This design comes from an exercise in tuning for small area, a short achievable clock period and few clock cycles per item on the open sky130 flow, not from production work.
Power is estimated from default activity; no workload was simulated.

== rev 12 ==
// ack_retransmit_tracker
module ack_retransmit_tracker #(
   parameter int SLOTS = art_pkg::SLOTS_DEFAULT
) (
   input  wire logic                   clock,
   input  wire logic                   reset,
   input  wire logic                   req_valid,
   output wire logic                   req_ready,
   input  wire logic [art_pkg::OP_W-1:0]        req_op,
   input  wire logic [art_pkg::SEQ_W-1:0]       req_seq,
   input  wire logic                   req_is_bye,
   output wire logic                   rsp_valid,
   input  wire logic                   rsp_ready,
   output wire logic [art_pkg::KIND_W-1:0]      rsp_kind,
   output wire logic [art_pkg::SLOT_W-1:0]      rsp_slot,
   output wire logic [art_pkg::SEQ_W-1:0]       rsp_seq_out,
   output wire logic [art_pkg::RETRY_W-1:0]     rsp_retry_count,
   output wire logic                   rsp_last,
   input  wire logic                   csr_valid,
   output wire logic                   csr_ready,
   input  wire logic [art_pkg::CSR_INDEX_W-1:0] csr_index,
   input  wire logic [art_pkg::CSR_DATA_W-1:0]  csr_data
);
   localparam int IW = (SLOTS > 1) ? $clog2(SLOTS) : 1;
   localparam int SW = art_pkg::SEQ_W;
   localparam int AW = art_pkg::AGE_W;
   localparam int RW = art_pkg::RETRY_W;
   localparam int KW = art_pkg::KIND_W;
  ...
Size in the first run: ~4,000 cells after synthesis, about 80 I/O pins, about 0.047 mm² of cells after synthesis.
export LEC_CHECK = 0
export CAP_MARGIN = 20
export CORE_MARGIN = 2
export CORE_UTILIZATION = 40
export PLACE_DENSITY = 0.5
export SETUP_SLACK_MARGIN = 3.5
export SLEW_MARGIN = 20
create_clock -name core_clock -period 7.0 [get_ports {clock}]
run.sh (not shown) runs the stock make flow with config.mk's settings and CLKGATE_MAP_FILE= SYNTH_SCRIPT=/design/flow/synth_recipe.tcl, a recipe that flattens the netlist after the stock synthesis.
What rev 13 does differently from rev 12 at the input level:
-- flow/design.v --
<<< rev 12, line 144
      end
   end
   logic [SLOTS-1:0] rc, bh, eq, nobye;
   always_comb begin
>>> rev 13, line 144
      end
   end
   logic [SLOTS-1:0] eqr_ff;
   logic [SLOTS-1:0] rc, bh, eq, nobye;
   always_comb begin
<<< rev 12, line 149
         rc[i] = pend_ff[i] && due_ff[i] && !exh_ff[i];
         bh[i] = byef_ff[i] && (!pend_ff[i] || exh_ff[i]);
         eq[i] = pend_ff[i] && (seq_ff[i] == rq_seq);
      end
      nobye[0] = !bh[0];
>>> rev 13, line 150
         rc[i] = pend_ff[i] && due_ff[i] && !exh_ff[i];
         bh[i] = byef_ff[i] && (!pend_ff[i] || exh_ff[i]);
         eq[i] = pend_ff[i] && eqr_ff[i];
      end
      nobye[0] = !bh[0];
<<< rev 12, line 300
         else if (rsp_ready) rsp_valid_ff <= 1'b0;
         if (csr_to) begin
            tp_ff  <= g_ff + GW'(1) - GW'(csr_data);
            d0_ff  <= (csr_data <= AW'(1));
            chk_ff <= 1'b1;
>>> rev 13, line 301
         else if (rsp_ready) rsp_valid_ff <= 1'b0;
         if (csr_to) begin
            tp_ff  <= {1'b1, ~csr_data};    
            d0_ff  <= (csr_data <= AW'(1));
            chk_ff <= 1'b1;
<<< rev 12, line 306
         end else if (chk_ff) begin
            chk_ff <= 1'b0;
         end else if (fix_ff) begin
            fix_ff <= 1'b0;
>>> rev 13, line 307
         end else if (chk_ff) begin
            chk_ff <= 1'b0;
            if (fix_ff) tp_ff <= tp_ff + g_ff + GW'(2);    
         end else if (fix_ff) begin
            fix_ff <= 1'b0;
<<< rev 12, line 340
      end
   end
   always_ff @(posedge clock) begin
      if (!rq_v || consume) begin
         if (sk_v) begin
>>> rev 13, line 342
      end
   end
   logic [SW-1:0] rqn_seq;
   assign rqn_seq = (!rq_v || consume) ? (sk_v ? sk_seq : req_seq) : rq_seq;
   always_ff @(posedge clock) begin
      for (int i = 0; i < SLOTS; i++) begin
         eqr_ff[i] <= (send_we && f_free[i]) ? (rq_seq == rqn_seq) : (seq_ff[i] == rqn_seq);
      end
      if (!rq_v || consume) begin
         if (sk_v) begin
Results
- Proportion of synthesized chip area in sequential cells: rev 13 < rev 12
- The worst path setup slack after routing in rev 13 was higher than what rev 12 gave.
- Side by side, multi-input combinational cell count turned out higher in rev 13 than in rev 12.
- Rev 12 → rev 13: number of non-clock inverters went up; starting density of the core did not really move.
- Going from rev 12 to rev 13, total power fell about 0.47%, per-cell via count in the routed design rose 0.11.
- Rev 12 has a higher synthesized-area fraction occupied by xor and xnor cells than rev 13.
- Rev 13 vs rev 12: synthesized instance count up
No functional check of the RTL was part of any run of this note.

-- what the ideal ports hide --
The flow's constraints put no driver on any port. The routed layouts listed below were extracted and timed again, unchanged, in two steps. Step 1, drivers: a clkbuf_16 drives clock and a buf_2 each remaining input, both assumed. Step 2 moves the port delays by t, midway between the first and last clock arrival at a register: inputs arrive t later, outputs are due t later. That takes back most of the time a late clock gives input paths. a / b / c = ideal ports / drivers / drivers and shift; a / b = the first two.
| run | t, ns | setup slack, ns | worst hold slack (ns) | worst slew at a driven data input, ns |
|---|---|---|---|---|
| rev 12 | 0.785 | 3.454 / 3.454 / 2.835 | 0.422 / 0.422 / 0.422 | 0.04 |
| rev 13 | 0.771 | 3.491 / 3.491 / 2.761 | 0.436 / 0.436 / 0.436 | 0.05 |
After both steps every run listed still meets setup and hold. The setup slack of rev 13, which loses most, moves by 0.000 ns with the drivers and by -0.730 ns with both steps.
